Background: an optimization exercise with open tools, aiming at small area, a short achievable clock period and few clock cycles per item. Do not read the settings as production practice.
RTL that was checked went through simulation tests only; none was proved equivalent to the original.
The RTL of run 2 was laid out without a check of its function.
Power is estimated from default activity; no workload was simulated.

### flow/config.mk
export PLATFORM = sky130hd
export DESIGN_NAME = pe_top
export DESIGN_NICKNAME = pe_top
export VERILOG_FILES = /design/flow/design.v
export SDC_FILE = /design/flow/constraint.sdc
export NUM_CORES = 4
export LEC_CHECK = 0
export CAP_MARGIN = 20
export CORE_MARGIN = 2
export CORE_UTILIZATION = 60
export CTS_CLUSTER_DIAMETER = 70
export CTS_CLUSTER_SIZE = 25
export SETUP_SLACK_MARGIN = 5
export SLEW_MARGIN = 20
### flow/constraint.sdc
create_clock -name core_clock -period 36.0 [get_ports {clk_i}]
set_input_delay 7.2000 -clock core_clock [delete_from_list [all_inputs] [get_ports {clk_i}]]
set_output_delay 7.2000 -clock core_clock [all_outputs]
set_load 0.01 [all_outputs]
### flow/design.v
`timescale 1ns/1ps
package pe_pkg;
    typedef struct packed {
        logic [8-1:0]   idx;
        logic [16-1:0] delta;
    } pe_event_t;
    typedef logic [16-1:0] vertex_val_t;
    typedef struct packed {
        logic [16-1:0] addr;
        logic                  write;
        logic [32-1:0] wdata;
    } bus_req_t;
    typedef union packed {
        logic [1:0][15:0]           rowptr;
        logic [3:0][8-1:0]  colidx;
    } edge_word_t;
endpackage
`timescale 1ns/1ps
module pe_top
(
    input  logic                  clk_i,
    input  logic                  rst_i,
    input  logic [8+16-1:0] ev_i,
    input  logic                  ev_valid_i,
    output logic                  ev_ready_o,
    output logic [8+16-1:0] pro_o,
    output logic                  pro_valid_o,
    input  logic                  pro_ready_i,
    output logic [16-1:0] paddr_o,
    output logic                  pwrite_o,
    output logic [32-1:0] pwdata_o,
    output logic                  psel_o,
    output logic                  penable_o,
    input  logic [32-1:0] prdata_i,
    input  logic                  pready_i
);
    localparam int DS = 2;
    localparam int DN = 16 / DS;
    localparam logic [2:0] K_RP0 = 3'd0;
    localparam logic [2:0] K_RP1 = 3'd1;
    localparam logic [2:0] K_VR  = 3'd2;
    localparam logic [2:0] K_VW  = 3'd3;
    localparam logic [2:0] K_COL = 3'd4;
    localparam logic [2:0] PH_IDLE = 3'd0;
    localparam logic [2:0] PH_RP0  = 3'd1;
    localparam logic [2:0] PH_RP1  = 3'd2;
    localparam logic [2:0] PH_VR   = 3'd3;
    localparam logic [2:0] PH_POST = 3'd4;
    logic        eb_free_q;
    logic [7:0]  eb_idx_q;
    logic [15:0] eb_delta_q;
    logic        accept;
    logic        eb_release;
    logic        above;
    assign ev_ready_o = eb_free_q;
    assign accept     = ev_valid_i && eb_free_q;
    assign above      = (eb_delta_q > 16'd64);
    logic [2:0]  ph_q;
    logic        vw_done_q;
    logic        col_pend_q;
    logic        col_first_q;
    logic        ptr_wait_q;
    logic        ptr_eval_q;
    logic        div_need_q;
    logic        pvw_q;
    logic        pvw_issue;
    logic [1:0]  vr_stage_q;
    logic [15:0] ps_q;
    logic [15:0] pe_q;
    logic        psel_q;
    logic        pen_q;
    logic [15:0] paddr_q;
    logic        pwrite_q;
    logic [15:0] pwdata_q;
    logic [2:0]  kind_q;
    logic        tf_first_q;
    logic [1:0]  tf_eoff_q;
    logic        div_busy_q;
    logic        div_full_q;
    logic [3:0] div_cnt_q;
    logic [15:0] div_d_q;
    logic [15:0] div_r_q;
    logic [15:0] div_q_q;
    logic [1:0]       cb_v_q;
    logic [1:0][31:0] cb_data_q;
    logic [1:0][1:0]  cb_pos_q;
    logic [1:0][1:0]  cb_eoff_q;
    logic [1:0]       cb_first_q;
    logic             cb_rd_q;
    logic             cb_wr_q;
    logic        pro_valid_q;
    logic [7:0]  pro_idx_q;
    logic [15:0] pro_delta_q;
    logic        bus_free;
    logic        xfer_end;
    logic        inflight_col;
    logic        slot_ok;
    logic        col_can;
    logic        vw_can;
    logic        issue;
    logic [2:0]  issue_kind;
    logic [15:0] issue_addr;
    logic [13:0] ps_w_inc;
    logic        col_last;
    logic        div_free;
    assign xfer_end     = pen_q && pready_i;
    assign bus_free     = !psel_q || xfer_end;
    assign inflight_col = psel_q && (kind_q == K_COL);
    assign slot_ok      = ({1'b0, cb_v_q[0]} + {1'b0, cb_v_q[1]} + {1'b0, inflight_col}) < 2'd2;
    assign col_can      = (ph_q == PH_POST) && col_pend_q && !div_need_q && slot_ok;
    assign vw_can       = (ph_q == PH_POST) && !vw_done_q && !ptr_wait_q && !div_need_q
                          && (vr_stage_q != 2'd0);
    assign ps_w_inc     = ps_q[15:2] + 14'd1;
    assign col_last     = (pe_q[1:0] == 2'd0) ? (ps_w_inc == pe_q[15:2]) : (ps_q[15:2] == pe_q[15:2]);
    assign div_free     = !div_busy_q && !div_full_q;
    assign pvw_issue = pvw_q && (vr_stage_q != 2'd0);
    always_comb
    begin
        issue      = 1'b0;
        issue_kind = K_VR;
        issue_addr = {8'h00, eb_idx_q};
        if (pvw_issue)
        begin
            issue      = 1'b1;
            issue_kind = K_VW;
            issue_addr = {8'h00, pe_q[7:0]};
        end
        else if (pvw_q)
        begin
            if ((ph_q == PH_IDLE) && above)
            begin
                issue      = !eb_free_q;
                issue_kind = K_RP0;
                issue_addr = {8'h01, 1'b0, eb_idx_q[7:1]};
            end
        end
        else
        case (ph_q)
            PH_IDLE:
            begin
                issue = !eb_free_q;
                if (above)
                begin
                    issue_kind = K_RP0;
                    issue_addr = {8'h01, 1'b0, eb_idx_q[7:1]};
                end
            end
            PH_RP0:
            begin
                issue      = 1'b1;
                issue_kind = K_RP0;
                issue_addr = {8'h01, 1'b0, eb_idx_q[7:1]};
            end
            PH_RP1:
            begin
                issue      = 1'b1;
                issue_kind = K_RP1;
                issue_addr = {8'h01, {1'b0, eb_idx_q[7:1]} + 8'd1};
            end
            PH_VR:
                issue = 1'b1;
            PH_POST:
            begin
                if (col_can)
                begin
                    issue      = 1'b1;
                    issue_kind = K_COL;
                    issue_addr = {2'b00, ps_q[15:2]} + 16'h0200;
                end
                else if (vw_can)
                begin
                    issue      = 1'b1;
                    issue_kind = K_VW;
                end
            end
            default: ;
        endcase
    end
    logic do_issue;
    assign do_issue   = bus_free && issue;
    assign eb_release = do_issue && !pvw_issue
                        && ((issue_kind == K_VW) || ((ph_q == PH_IDLE) && !above));
    always_ff @(posedge clk_i)
    begin
        if (rst_i)
        begin
            eb_free_q   <= 1'b1;
            ph_q        <= PH_IDLE;
            psel_q      <= 1'b0;
            pen_q       <= 1'b0;
            vw_done_q   <= 1'b0;
            col_pend_q  <= 1'b0;
            ptr_wait_q  <= 1'b0;
            ptr_eval_q  <= 1'b0;
            pvw_q       <= 1'b0;
            div_need_q  <= 1'b0;
            vr_stage_q  <= 2'd0;
        end
        else
        begin
            if (accept)
                eb_free_q <= 1'b0;
            else if (eb_release)
                eb_free_q <= 1'b1;
            if (do_issue)
            begin
                psel_q <= 1'b1;
                pen_q  <= 1'b0;
            end
            else if (psel_q && !pen_q)
                pen_q <= 1'b1;
            else if (xfer_end)
            begin
                psel_q <= 1'b0;
                pen_q  <= 1'b0;
            end
            if (do_issue && pvw_issue)
                pvw_q <= 1'b0;
            if (do_issue && !pvw_issue)
            begin
                case (ph_q)
                    PH_IDLE:
                    begin
                        vw_done_q  <= 1'b0;
                        ptr_wait_q <= above;
                        if (above)
                            ph_q <= eb_idx_q[0] ? PH_RP1 : PH_VR;
                        else
                            pvw_q <= 1'b1;
                    end
                    PH_RP0:  ph_q <= eb_idx_q[0] ? PH_RP1 : PH_VR;
                    PH_RP1:  ph_q <= PH_VR;
                    PH_VR:   ph_q <= PH_POST;
                    PH_POST:
                    begin
                        if (issue_kind == K_VW)
                        begin
                            vw_done_q <= 1'b1;
                            if (!col_pend_q)
                                ph_q <= PH_IDLE;
                        end
                        else
                        begin
                            col_pend_q <= !col_last;
                            if (col_last && vw_done_q)
                                ph_q <= PH_IDLE;
                        end
                    end
                    default: ph_q <= PH_IDLE;
                endcase
            end
            ptr_eval_q <= 1'b0;
            if (xfer_end && ((kind_q == K_RP1) || ((kind_q == K_RP0) && !eb_idx_q[0])))
                ptr_eval_q <= 1'b1;
            if (ptr_eval_q)
            begin
                ptr_wait_q <= 1'b0;
                col_pend_q <= (pe_q != ps_q);
            end
            if (ptr_eval_q && (pe_q != ps_q) && !div_free)
                div_need_q <= 1'b1;
            else if (div_free)
                div_need_q <= 1'b0;
            if (do_issue && (issue_kind == K_VW))
                vr_stage_q <= 2'd0;
            else if (xfer_end && (kind_q == K_VR))
                vr_stage_q <= 2'd1;
            else if (vr_stage_q == 2'd1)
                vr_stage_q <= 2'd2;
        end
    end
    always_ff @(posedge clk_i)
    begin
        if (do_issue)
        begin
            paddr_q  <= issue_addr;
            pwrite_q <= (issue_kind == K_VW);
            kind_q   <= issue_kind;
        end
        if (do_issue && (issue_kind == K_COL))
        begin
            ps_q[15:2] <= ps_w_inc;
            tf_first_q <= col_first_q;
            tf_eoff_q  <= col_last ? (pe_q[1:0] - 2'd1) : 2'd3;
            col_first_q <= 1'b0;
        end
        if (ptr_eval_q)
            col_first_q <= 1'b1;
        if (xfer_end)
        begin
            case (kind_q)
                K_RP0:
                begin
                    if (eb_idx_q[0])
                        ps_q <= prdata_i[31:16];
                    else
                    begin
                        ps_q <= prdata_i[15:0];
                        pe_q <= prdata_i[31:16];
                    end
                end
                K_RP1: pe_q <= prdata_i[15:0];
                K_VR:  pwdata_q <= prdata_i[15:0];
                default: ;
            endcase
        end
        if (vr_stage_q == 2'd1)
            pwdata_q <= pwdata_q + (pvw_q ? ps_q : eb_delta_q);
        if (do_issue && !pvw_q && (ph_q == PH_IDLE) && !above)
        begin
            pe_q[7:0] <= eb_idx_q;
            ps_q      <= eb_delta_q;
        end
        if (accept)
        begin
            eb_idx_q   <= ev_i[23:16];
            eb_delta_q <= ev_i[15:0];
        end
    end
    assign paddr_o   = paddr_q;
    assign pwrite_o  = pwrite_q;
    assign pwdata_o  = {16'h0000, pwdata_q};
    assign psel_o    = psel_q;
    assign penable_o = pen_q;
    logic [23:0] damped;
    logic        div_load;
    logic        share_take;
    logic [15:0] st_r [0:DS];
    logic [15:0] st_q [0:DS];
    logic [16:0] st_t [0:DS-1];
    logic [16:0] st_s [0:DS-1];
    logic [15:0] num;
    logic [15:0] deg;
    logic        skip8;
    logic        skip4;
    logic [20:0] d31;
    assign d31      = {eb_delta_q, 5'd0} - {5'd0, eb_delta_q};
    assign damped   = {d31, 3'd0} - {3'd0, d31};
    assign num      = damped[23:8];
    assign deg      = pe_q - ps_q;
    assign skip8    = ({8'd0, num[15:8]} < deg);
    assign skip4    = ({12'd0, num[15:12]} < deg);
    assign div_load = (div_need_q || (ptr_eval_q && (pe_q != ps_q))) && div_free;
    always_comb
    begin
        st_r[0] = div_r_q;
        st_q[0] = div_q_q;
        for (int i = 0; i < DS; i++)
        begin
            st_t[i] = {st_r[i], st_q[i][15]};
            st_s[i] = st_t[i] - {1'b0, div_d_q};
            if (!st_s[i][16])
            begin
                st_r[i+1] = st_s[i][15:0];
                st_q[i+1] = {st_q[i][14:0], 1'b1};
            end
            else
            begin
                st_r[i+1] = st_t[i][15:0];
                st_q[i+1] = {st_q[i][14:0], 1'b0};
            end
        end
    end
    always_ff @(posedge clk_i)
    begin
        if (rst_i)
        begin
            div_busy_q <= 1'b0;
            div_full_q <= 1'b0;
        end
        else
        begin
            if (div_load)
                div_busy_q <= 1'b1;
            else if (div_busy_q && (div_cnt_q == 4'(DN - 1)))
            begin
                div_busy_q <= 1'b0;
                div_full_q <= 1'b1;
            end
            if (share_take)
                div_full_q <= 1'b0;
        end
    end
    always_ff @(posedge clk_i)
    begin
        if (div_load)
        begin
            div_d_q   <= deg;
            if (skip8)
            begin
                div_r_q   <= {8'd0, num[15:8]};
                div_q_q   <= {num[7:0], 8'd0};
                div_cnt_q <= 4'(8 / DS);
            end
            else if (skip4)
            begin
                div_r_q   <= {12'd0, num[15:12]};
                div_q_q   <= {num[11:0], 4'd0};
                div_cnt_q <= 4'(4 / DS);
            end
            else
            begin
                div_r_q   <= 16'd0;
                div_q_q   <= num;
                div_cnt_q <= '0;
            end
        end
        else
        begin
            div_r_q   <= st_r[DS];
            div_cnt_q <= div_cnt_q + 1'b1;
            if (div_busy_q)
                div_q_q <= st_q[DS];
        end
    end
    logic       h_v;
    logic [31:0] h_data;
    logic [1:0] h_pos;
    logic [1:0] h_eoff;
    logic       h_first;
    logic       load;
    logic       cap;
    logic [7:0] h_byte;
    assign h_v     = cb_v_q[cb_rd_q];
    assign h_data  = cb_data_q[cb_rd_q];
    assign h_pos   = cb_pos_q[cb_rd_q];
    assign h_eoff  = cb_eoff_q[cb_rd_q];
    assign h_first = cb_first_q[cb_rd_q];
    assign h_byte  = h_data[8*h_pos +: 8];
    assign load    = h_v && (!pro_valid_q || pro_ready_i) && (!h_first || div_full_q);
    assign share_take = load && h_first;
    assign cap     = xfer_end && (kind_q == K_COL);
    always_ff @(posedge clk_i)
    begin
        if (rst_i)
        begin
            cb_v_q      <= 2'b00;
            cb_rd_q     <= 1'b0;
            cb_wr_q     <= 1'b0;
            pro_valid_q <= 1'b0;
        end
        else
        begin
            if (load && (h_pos == h_eoff))
            begin
                cb_v_q[cb_rd_q] <= 1'b0;
                cb_rd_q         <= !cb_rd_q;
            end
            if (cap)
            begin
                cb_v_q[cb_wr_q] <= 1'b1;
                cb_wr_q         <= !cb_wr_q;
            end
            if (load)
                pro_valid_q <= 1'b1;
            else if (pro_ready_i)
                pro_valid_q <= 1'b0;
        end
    end
    always_ff @(posedge clk_i)
    begin
        if (load)
        begin
            cb_pos_q[cb_rd_q]   <= h_pos + 2'd1;
            cb_first_q[cb_rd_q] <= 1'b0;
            pro_idx_q           <= h_byte;
            if (h_first)
                pro_delta_q <= div_q_q;
        end
        if (cap)
        begin
            cb_data_q[cb_wr_q]  <= prdata_i;
            cb_pos_q[cb_wr_q]   <= tf_first_q ? ps_q[1:0] : 2'd0;
            cb_eoff_q[cb_wr_q]  <= tf_eoff_q;
            cb_first_q[cb_wr_q] <= tf_first_q;
        end
    end
    assign pro_o       = {pro_idx_q, pro_delta_q};
    assign pro_valid_o = pro_valid_q;
endmodule
### flow/run.sh
#!/bin/bash
# synth_recipe.tcl (not shown) runs the flow's synth.tcl, then flattens the netlist and writes it again
# the make line also repeats each setting of config.mk as NAME=value (left out here)
make -C /OpenROAD-flow-scripts/flow DESIGN_CONFIG=/design/flow/config.mk WORK_HOME=/design/flow/orfs CLKGATE_MAP_FILE= SYNTH_SCRIPT=/design/flow/synth_recipe.tcl finish
==> impl_results.md, run 1 <==
- Die footprint: 29700 µm²
- Initial DRC Count: 1236
- Synth-to-Final Area Change: 12.9%
- PD cells: 77.2 nW/µm²
- Gr busiest metal: met2
- Clk slew on worst S/H paths: 90 ps
- Most frequent cells in the layout: 204 x edfxtp_1, 147 x nand2_1, 136 x nor2_1
- Post-synth top area share: 0.361
- Synth area leaders: edfxtp_1 36%, ha_1 7.8%, dfxtp_1 7.3%
- Nature of the critical path startpoint: primary input
- Slew Limit Fails: 0
- Nature of the critical path endpoint: flop
- Clock Tree Root: clkbuf_16
- Final hold vios: 0
- Layout cells sized above 1: 0.0720
- EDFF count, synth: 204
- Die height: 172 µm
- Via density per instance: 6.19
- Post-synthesis instance total: 1711
- Outcome: timing/DRC/antenna clean
- Fmax: 101 MHz
- Clock sink count: 266
- Vias: 13600
- Fin Setup TNS: 0 ps
- PostCTS Resize Cnt: 0
- Total Routing Usage GR: 0.305
- First-pass iteration count of the detailed router: 5
- RSZ-0062 raised after global routing: no
- Main flop type after synthesis: edfxtp_1
- Asr flop ratio synth: 0
- Mean Syn Cell Area: 9.93 µm²
- CTS Buffer Depth: 3
- GR met1 Demand/Resource: 0.436
- Fin util: 0.689
- Relative slew margins: 0.320
- Row count: 61
- Remaining DRCs: 0
- Placed cell count: 2162
- Global routing usage on met2: 0.482
- Initial core utilization: 0.610
- Vias in the first global route: 12500
- Yosys top cell by area: edfxtp_1
- Global-route wire length before repair: 69100 µm
- Tcrit/Tclk final: 0.275
- Synth Cell Area: 17000 µm²
- Register area share after synthesis: 0.434
- IO Pins: 138
- Finish-stage setup viols: 0
- Antenna violations before repair: 0
- Hold-fix buffers at CTS: 0
- Routed Antenna Nets: 0
- Final Critical Period: 9890 ps
- Die X: 172 µm
- YS warnings: 5
- Remaining global-route overflow: 0
- Nets: 1977
- TritonCTS clock tree: done
- Clock latency (worst-skew pair): 540 ps
- Worst-Margin Slew: 994 ps
- Leakage: 7.34 nW
- Post-CTS Repair Setup Buffers: 0
- Arr. time, crit path: 10340 ps
- Routability cong.: 0.976
- Finished Layout Cells: 2197
- Seq cells post-synth: 266
- Critical path fanouts, max: 17
- Hold Path Class: flop to flop
- Critical path data required time: 36450 ps
- Commonest non-fill, non-tap cell in the layout: edfxtp_1
- GRT met3 Usage: 0.0414
- Number of I/O port buffers: 120
- Core area: 27900 µm²
- Worst Path Class, Setup: primary input to flop
- Final wirelength: 45400 µm
- DP Wirelength: 34500 µm
- Clk_skew: 38.6 ps
- CTS buffer count: 19
- Max Cap Viol: 0
- Wire per inst: 20.7 µm
- Max VDD drop: 0.0766 mV
- Htree depth: 1
- ANT cells: 0
- Netlist cell types: 89
- Largest net degree at the start of global routing: 47
## per-layer routing
metal	up-vias	wire, µm
li1	6450	-
met1	6482	19800
met2	557	20500
met3	101	3550
met4	0	1580
met5	-	0
## stage by stage
stage / total power [mW] / hold slack, ps / area, µm² / setup slack, ps
after floorplan: 1.05 / 399 / 17100 / 25410
after global placement: 1.22 / 418 / 18500 / 25720
after detailed placement: 1.24 / 422 / 18500 / 25590
after CTS: 1.48 / 434 / 19200 / 26130
after global routing: 1.58 / 454 / 19200 / 25920
final: 1.48 / 428 / 19200 / 26110
## cell families (layout without fill, tap and decap cells)
group	Yosys count	count (layout)	synth area share
DFF	266	266	0.434
adders and majority gates	112	112	0.0840
and+or+nand+nor	484	484	0.134
AOI/OAI and AO/OA	432	432	0.167
muxes	92	92	0.0680
buffers and inverters	203	295	0.0497
other	1	17	0.000221
xor gates and xnor gates	121	121	0.0628
## power breakdown
part | switching [mW] | total, mW | internal (mW)
Combinational | 0.445 | 0.809 | 0.364
Clock | 0.115 | 0.232 | 0.117
Sequential | 0.0544 | 0.439 | 0.385
Total | 0.614 | 1.48 | 0.866
## critical path, stage by stage
cell	delay, ps
clkdlybuf4s50_1	470
nand2_1	220
a21oi_2	570
buf_4	380
nand2_1	160
inv_1	350
nand2_1	150
or3_1	400
xnor2_1	150
nor2_1	70
a211oi_1	200
## synthesized netlist by cell type, types with 15 or more instances
cell and n:
edfxtp_1 204, nand2_1 147, nor2_1 136, inv_1 124
o21ai_0 119, ha_1 106, a21oi_1 96, xnor2_1 85
dfxtp_1 62, clkbuf_1 50, mux2i_1 49, nand3_1 37
nor3_1 35, xor2_1 35, mux2_2 27, o21a_1 23
a21o_1 19, a211oi_1 18, buf_4 17, nor2b_1 17
mux4_2 16, or3_1 16, a31oi_1 15, and2_1 15
nand2b_1 15, nor4_1 15, o211ai_1 15
## path summary, 6_finish.rpt
kind	start	to	slack (ps)	depth (start not counted)
worst min register to register	ptr_eval_q	ptr_wait_q	430	1
worst min-delay path	ptr_eval_q	ptr_wait_q	430	1
worst max-delay path	pready_i	ps_q[14]	26110	11
worst max register to register	eb_delta_q[0]	div_q_q[15]	27140	31
## cell type report
type,instances,area [µm²]
Sequential cell,266,7370
Timing Repair Buffer,136,1320
Fill cell,2214,8680
Inverter,125,469
Tap cell,378,473
Clock inverter,13,185
Multi-Input combinational cell,1258,8880
Clock buffer,21,483
Testbench counts, summed over its fixed seeds: cycles 11,728, items 1,200.
==> run 2, diff against run 1 <==
--- a/flow/design.v
+++ b/flow/design.v
@@ -81,13 +81,12 @@
     logic [15:0] div_d_q;
     logic [15:0] div_r_q;
     logic [15:0] div_q_q;
-    logic [1:0]       cb_v_q;
-    logic [1:0][31:0] cb_data_q;
-    logic [1:0][1:0]  cb_pos_q;
-    logic [1:0][1:0]  cb_eoff_q;
-    logic [1:0]       cb_first_q;
-    logic             cb_rd_q;
-    logic             cb_wr_q;
+    logic        cb_v_q;
+    logic [31:0] cb_data_q;
+    logic [1:0]  cb_pos_q;
+    logic [1:0]  cb_eoff_q;
+    logic        cb_first_q;
+    logic        retry_q;
     logic        pro_valid_q;
     logic [7:0]  pro_idx_q;
     logic [15:0] pro_delta_q;
@@ -106,7 +105,9 @@
     assign xfer_end     = pen_q && pready_i;
     assign bus_free     = !psel_q || xfer_end;
     assign inflight_col = psel_q && (kind_q == K_COL);
-    assign slot_ok      = ({1'b0, cb_v_q[0]} + {1'b0, cb_v_q[1]} + {1'b0, inflight_col}) < 2'd2;
+    assign slot_ok      = !inflight_col
+                          && (!cb_v_q || (!((cb_pos_q == 2'd0) && (cb_eoff_q == 2'd3))
+                                          && (!cb_first_q || div_full_q)));
     assign col_can      = (ph_q == PH_POST) && col_pend_q && !div_need_q && slot_ok;
     assign vw_can       = (ph_q == PH_POST) && !vw_done_q && !ptr_wait_q && !div_need_q
                           && (vr_stage_q != 2'd0);
@@ -119,7 +120,13 @@
         issue      = 1'b0;
         issue_kind = K_VR;
         issue_addr = {8'h00, eb_idx_q};
-        if (pvw_issue)
+        if (retry_q)
+        begin
+            issue      = slot_ok;
+            issue_kind = K_COL;
+            issue_addr = paddr_q;
+        end
+        else if (pvw_issue)
         begin
             issue      = 1'b1;
             issue_kind = K_VW;
@@ -177,8 +184,11 @@
         endcase
     end
     logic do_issue;
-    assign do_issue   = bus_free && issue;
-    assign eb_release = do_issue && !pvw_issue
+    logic load;
+    logic cap;
+    logic cap_ok;
+    assign do_issue   = bus_free && issue && !(cap && !cap_ok);
+    assign eb_release = do_issue && !pvw_issue && !retry_q
                         && ((issue_kind == K_VW) || ((ph_q == PH_IDLE) && !above));
     always_ff @(posedge clk_i)
     begin
@@ -216,7 +226,7 @@
             end
             if (do_issue && pvw_issue)
                 pvw_q <= 1'b0;
-            if (do_issue && !pvw_issue)
+            if (do_issue && !pvw_issue && !retry_q)
             begin
                 case (ph_q)
                     PH_IDLE:
@@ -277,7 +287,7 @@
             pwrite_q <= (issue_kind == K_VW);
             kind_q   <= issue_kind;
         end
-        if (do_issue && (issue_kind == K_COL))
+        if (do_issue && (issue_kind == K_COL) && !retry_q)
         begin
             ps_q[15:2] <= ps_w_inc;
             tf_first_q <= col_first_q;
@@ -306,7 +316,7 @@
         end
         if (vr_stage_q == 2'd1)
             pwdata_q <= pwdata_q + (pvw_q ? ps_q : eb_delta_q);
-        if (do_issue && !pvw_q && (ph_q == PH_IDLE) && !above)
+        if (do_issue && !pvw_q && !retry_q && (ph_q == PH_IDLE) && !above)
         begin
             pe_q[7:0] <= eb_idx_q;
             ps_q      <= eb_delta_q;
@@ -413,44 +423,28 @@
                 div_q_q <= st_q[DS];
         end
     end
-    logic       h_v;
-    logic [31:0] h_data;
-    logic [1:0] h_pos;
-    logic [1:0] h_eoff;
-    logic       h_first;
-    logic       load;
-    logic       cap;
-    logic [7:0] h_byte;
-    assign h_v     = cb_v_q[cb_rd_q];
-    assign h_data  = cb_data_q[cb_rd_q];
-    assign h_pos   = cb_pos_q[cb_rd_q];
-    assign h_eoff  = cb_eoff_q[cb_rd_q];
-    assign h_first = cb_first_q[cb_rd_q];
-    assign h_byte  = h_data[8*h_pos +: 8];
-    assign load    = h_v && (!pro_valid_q || pro_ready_i) && (!h_first || div_full_q);
-    assign share_take = load && h_first;
+    logic       h_last;
+    assign h_last  = (cb_pos_q == cb_eoff_q);
+    assign load    = cb_v_q && (!pro_valid_q || pro_ready_i) && (!cb_first_q || div_full_q);
+    assign share_take = load && cb_first_q;
     assign cap     = xfer_end && (kind_q == K_COL);
+    assign cap_ok  = !cb_v_q || (load && h_last);
     always_ff @(posedge clk_i)
     begin
         if (rst_i)
         begin
-            cb_v_q      <= 2'b00;
-            cb_rd_q     <= 1'b0;
-            cb_wr_q     <= 1'b0;
+            cb_v_q      <= 1'b0;
+            retry_q     <= 1'b0;
             pro_valid_q <= 1'b0;
         end
         else
         begin
-            if (load && (h_pos == h_eoff))
-            begin
-                cb_v_q[cb_rd_q] <= 1'b0;
-                cb_rd_q         <= !cb_rd_q;
-            end
+            if (cap && cap_ok)
+                cb_v_q <= 1'b1;
+            else if (load && h_last)
+                cb_v_q <= 1'b0;
             if (cap)
-            begin
-                cb_v_q[cb_wr_q] <= 1'b1;
-                cb_wr_q         <= !cb_wr_q;
-            end
+                retry_q <= !cap_ok;
             if (load)
                 pro_valid_q <= 1'b1;
             else if (pro_ready_i)
@@ -461,18 +455,18 @@
     begin
         if (load)
         begin
-            cb_pos_q[cb_rd_q]   <= h_pos + 2'd1;
-            cb_first_q[cb_rd_q] <= 1'b0;
-            pro_idx_q           <= h_byte;
-            if (h_first)
+            cb_pos_q    <= cb_pos_q + 2'd1;
+            cb_first_q  <= 1'b0;
+            pro_idx_q   <= cb_data_q[8*cb_pos_q +: 8];
+            if (cb_first_q)
                 pro_delta_q <= div_q_q;
         end
-        if (cap)
+        if (cap && cap_ok)
         begin
-            cb_data_q[cb_wr_q]  <= prdata_i;
-            cb_pos_q[cb_wr_q]   <= tf_first_q ? ps_q[1:0] : 2'd0;
-            cb_eoff_q[cb_wr_q]  <= tf_eoff_q;
-            cb_first_q[cb_wr_q] <= tf_first_q;
+            cb_data_q  <= prdata_i;
+            cb_pos_q   <= tf_first_q ? ps_q[1:0] : 2'd0;
+            cb_eoff_q  <= tf_eoff_q;
+            cb_first_q <= tf_first_q;
         end
     end
     assign pro_o       = {pro_idx_q, pro_delta_q};
==> flow/flow/run.sh (new file) <==
#!/bin/bash
set -euo pipefail
export SETUP_SLACK_MARGIN=27.7
bash standard.sh > std_flow.log 2>&1
==> flow/standard.sh (new file) <==
#!/bin/bash
# synth_recipe.tcl (not shown) runs the flow's synth.tcl, then flattens the netlist and writes it again
# the make line also repeats each setting of config.mk as NAME=value (left out here)
make -C /OpenROAD-flow-scripts/flow DESIGN_CONFIG=/design/flow/config.mk WORK_HOME=/design/flow/orfs CLKGATE_MAP_FILE= SYNTH_SCRIPT=/design/flow/synth_recipe.tcl "${@:-finish}"
--- a/flow/config.mk
+++ b/flow/config.mk
@@ -8,7 +8,4 @@
 export CAP_MARGIN = 20
 export CORE_MARGIN = 2
 export CORE_UTILIZATION = 60
-export CTS_CLUSTER_DIAMETER = 70
-export CTS_CLUSTER_SIZE = 25
-export SETUP_SLACK_MARGIN = 5
 export SLEW_MARGIN = 20
removed: flow/run.sh
==> impl_results.md, run 2 <==
- Commonest non-fill, non-tap cell in the layout: edfxtp_1 (unchanged)
- Htree depth: 1 (unchanged)
- Via density per instance: 6.33 (was 6.19)
- Synth-to-Final Area Change: 19.2% (was 12.9%)
- Row count: 59 (was 61)
- Remaining global-route overflow: 0 (unchanged)
- Top layer in use: met5 (was met4)
- Fin Setup TNS: 0 ps (unchanged)
- Routed Antenna Nets: 0 (unchanged)
- RSZ-0062 raised after global routing: yes (was no)
- Die footprint: 27700 µm² (was 29700 µm²)
- Met3 WL: 4390 µm (was 3550 µm)
- Final hold vios: 0 (unchanged)
- Mean Syn Cell Area: 9.60 µm² (was 9.93 µm²)
- Clock latency (worst-skew pair): 540 ps (about the same)
- Slew Limit Fails: 0 (unchanged)
- Number of I/O port buffers: 120 (unchanged)
- IO Pins: 138 (unchanged)
- Max VDD drop: 0.0958 mV (was 0.0766 mV)
- Fmax: 111 MHz (was 101 MHz)
- Post-synth top area share: 0.328 (was 0.361)
- Vias in the first global route: 13000 (was 12500)
- Yosys top cell by area: edfxtp_1 (unchanged)
- EDFF count, synth: 173 (was 204)
- Initial core utilization: 0.610 (about the same)
- Placed inst area: 17300 µm² (was 18500 µm²)
- Relative slew margins: 0.279 (was 0.320)
- Most frequent cells in the layout: 173 x edfxtp_1, 124 x nand2_1, 119 x inv_1 (was 204 x edfxtp_1, 147 x nand2_1, 136 x nor2_1)
- R2R setup slack: 28330 ps (was 27140 ps)
- Synth Cell Area: 15800 µm² (was 17000 µm²)
- Fillers: 1934 (was 2214)
- Initial DRC Count: 1560 (was 1236)
- Met2 routed WL: 20300 µm (was 20500 µm)
- Die height: 166 µm (was 172 µm)
- Clock sink count: 227 (was 266)
- Finish-stage setup viols: 0 (unchanged)
- Tcrit/Tclk final: 0.249 (was 0.275)
- Netlist cell types: 94 (was 89)
- DP Wirelength: 33400 µm (was 34500 µm)
- Final Critical Period: 8980 ps (was 9890 ps)
- Pwr Total: 1.46 mW (was 1.48 mW)
- Layout cells sized above 1: 0.170 (was 0.0720)
- Finished Layout Cells: 2167 (was 2197)
- Register area share after synthesis: 0.396 (was 0.434)
- Fin util: 0.726 (was 0.689)
- Die X: 166 µm (was 172 µm)
- Number of flip-flops in the largest register: 32
- Cell breakdown of the critical path: buf_6, nand2b_4, nand3_4, o31ai_4, nand2b_4, nand3_2, or2_4, or3_4, buf_12, buf_4, nor2_2, xnor2_1, nor2_1, a211oi_1 (was clkdlybuf4s50_1, nand2_1, a21oi_2, buf_4, nand2_1, inv_1, nand2_1, or3_1, xnor2_1, nor2_1, a211oi_1)
- Nature of the critical path startpoint: primary input (unchanged)
- YS warnings: 5 (unchanged)
- Core area: 26000 µm² (was 27900 µm²)
- Nature of the critical path endpoint: flop (unchanged)
- Critical path fanouts, max: 4 (was 17)
- Worst-Margin Slew: 1070 ps (was 994 ps)
- Worst Path Class, Setup: primary input to flop (unchanged)
- Metal-1 WL: 20200 µm (was 19800 µm)
- Largest net degree at the start of global routing: 45 (was 47)
- Global-route wire length before repair: 71300 µm (was 69100 µm)
- Antenna violations before repair: 3 (was 0)
- CTS Buffer Depth: 3 (unchanged)
- Critical path data required time: 36440 ps (was 36450 ps)
- Post-synthesis instance total: 1650 (was 1711)
- Clock Tree Root: clkbuf_16 (unchanged)
- Leakage: 7.62 nW (was 7.34 nW)
- Main flop type after synthesis: edfxtp_1 (unchanged)
- Final WS setup: 27020 ps (was 26110 ps)
- Hold Path Class: flop to flop (unchanged)
- Most common cell in the netlist: edfxtp_1 (unchanged)
- Wire per inst: 21.4 µm (was 20.7 µm)
- Asr flop ratio synth: 0 (unchanged)
- Placed cell count: 2051 (was 2162)
- PD cells: 77.4 nW/µm² (was 77.2 nW/µm²)
- TritonCTS clock tree: done (unchanged)
- Area of the multi-input gates: 9070 µm² (was 8880 µm²)
- Max Cap Viol: 0 (unchanged)
- Final wirelength: 46400 µm (was 45400 µm)
- CTS buffer count: 26 (was 19)
- First-pass iteration count of the detailed router: 6 (was 5)
- Nets: 1981 (was 1977)
- Clk_skew: 26.6 ps (was 38.6 ps)
- Finished Cell Area: 18900 µm² (was 19200 µm²)
- Most frequent CP cell: nand2b_4 (was nand2_1)
- Clk slew on worst S/H paths: 70 ps (was 90 ps)
- Top reg by flops: cb_data_q
- Seq cells post-synth: 227 (was 266)
- Fin Hold WS: 435 ps (was 428 ps)
- Total Routing Usage GR: 0.322 (was 0.305)
- Max incr delay on CP: 380 ps (was 570 ps)
- Synth area leaders: edfxtp_1 33%, ha_1 8.3%, dfxtp_1 6.8% (was edfxtp_1 36%, ha_1 7.8%, dfxtp_1 7.3%)
- Outcome: timing/DRC/antenna clean (unchanged)
- Place WS: 25880 ps (was 25590 ps)
- Slowest stage cell on the critical path: or3_4 (was a21oi_2)
- FF/Latch Area: 6280 µm² (was 7370 µm²)
- Vias: 13700 (was 13600)
- Routability cong.: 0.982 (was 0.976)
- Synth top cells by count: 173 x edfxtp_1, 139 x nand2_1, 122 x o21ai_0 (was 204 x edfxtp_1, 147 x nand2_1, 136 x nor2_1)
- Remaining DRCs: 0 (unchanged)
- Arr. time, crit path: 9430 ps (was 10340 ps)
==> run 2: timing repair <==
action,4_1_cts,5_1_grt
setup endpoints to repair,196,142
setup buffers,37,23
hold buffers,0,0
pin swaps,18,29
gates resized for setup,296,56
cloned,5,2
==> run 2: cell families (layout without fill, tap and decap cells) <==
kind of cell    Yosys count  in the layout  share of synthesized area
mux                      86             86                     0.0629
compound gates          430            430                      0.184
flops                   227            227                      0.396
other cells               1             18                   0.000237
buf+inv                 201            366                     0.0528
fa+ha+maj               109            109                     0.0880
xor+xnor                113            113                     0.0634
simple gates            483            483                      0.152
==> run 2: final cells by class <==
class                   count  share of cell area
well taps                 335              0.0222
clock inverters            15             0.00908
repair buffers            194              0.0910
flip-flops and latches    227               0.333
repair inverters            2            0.000994
inverters                 122              0.0253
multi-input cells        1238               0.481
clock buffers              33              0.0375
diodes                      1            0.000133
==> run 2: layer usage <==
layer,up-vias,track usage
met5,-,0
met4,2,0.0956
met3,119,0.0480
met2,708,0.500
met1,6502,0.472
li1,6379,-
==> run 2: power breakdown <==
group	internal, mW	switching (mW)	leakage (nW)
combinational	0.350	0.447	5.18
sequential	0.339	0.0521	2.02
clock	0.161	0.111	0.416
==> run 2: final timing paths <==
check                              startpoint            to  depth (start not counted)
worst max-delay path              pro_ready_i      ps_q[14]                         14
worst min-delay path             tf_eoff_q[1]  cb_eoff_q[1]                          0
worst max register to register  eb_delta_q[2]    div_q_q[8]                         25
worst min register to register   tf_eoff_q[1]  cb_eoff_q[1]                          0
==> run 2: critical path: cells and delay by family <==
family,cells,cell delay (ps)
XOR/XNOR,1,120
AND/OR/NAND/NOR,8,1300
AO/OA/AOI/OAI,2,430
buffers and inverters,3,350

separate check: timing with driven ports:
In the flow no input, the clock included, has a driving cell. The finished layouts below were timed again as built, in two steps. Step 1, drivers: a clkbuf_16 drives clk_i and a buf_2 each remaining input, both assumed. Step 2, shift: input delay + t, output delay - t, t = (earliest + latest rising clock arrival at the registers) / 2. This alone moves slack from input paths to output paths. Three values: ideal, step 1, step 2; two values: the first two.
run | t, ns | setup slack, ns | worst hold slack (ns) | clock arrival spread, ns | pins driven straight from the clock port
run 1 | 0.572 | 26.111 / 26.139 / 25.568 | 0.428 / 0.428 / 0.428 | 0.039 / 0.039 | 1
run 2 | 0.579 | 27.019 / 27.029 / 26.450 | 0.435 / 0.435 / 0.435 | 0.026 / 0.027 | 1
After both steps every run listed still meets setup and hold. For run 2, which loses most, drivers alone change the setup slack by +0.010 ns; drivers and shift together by -0.569 ns.
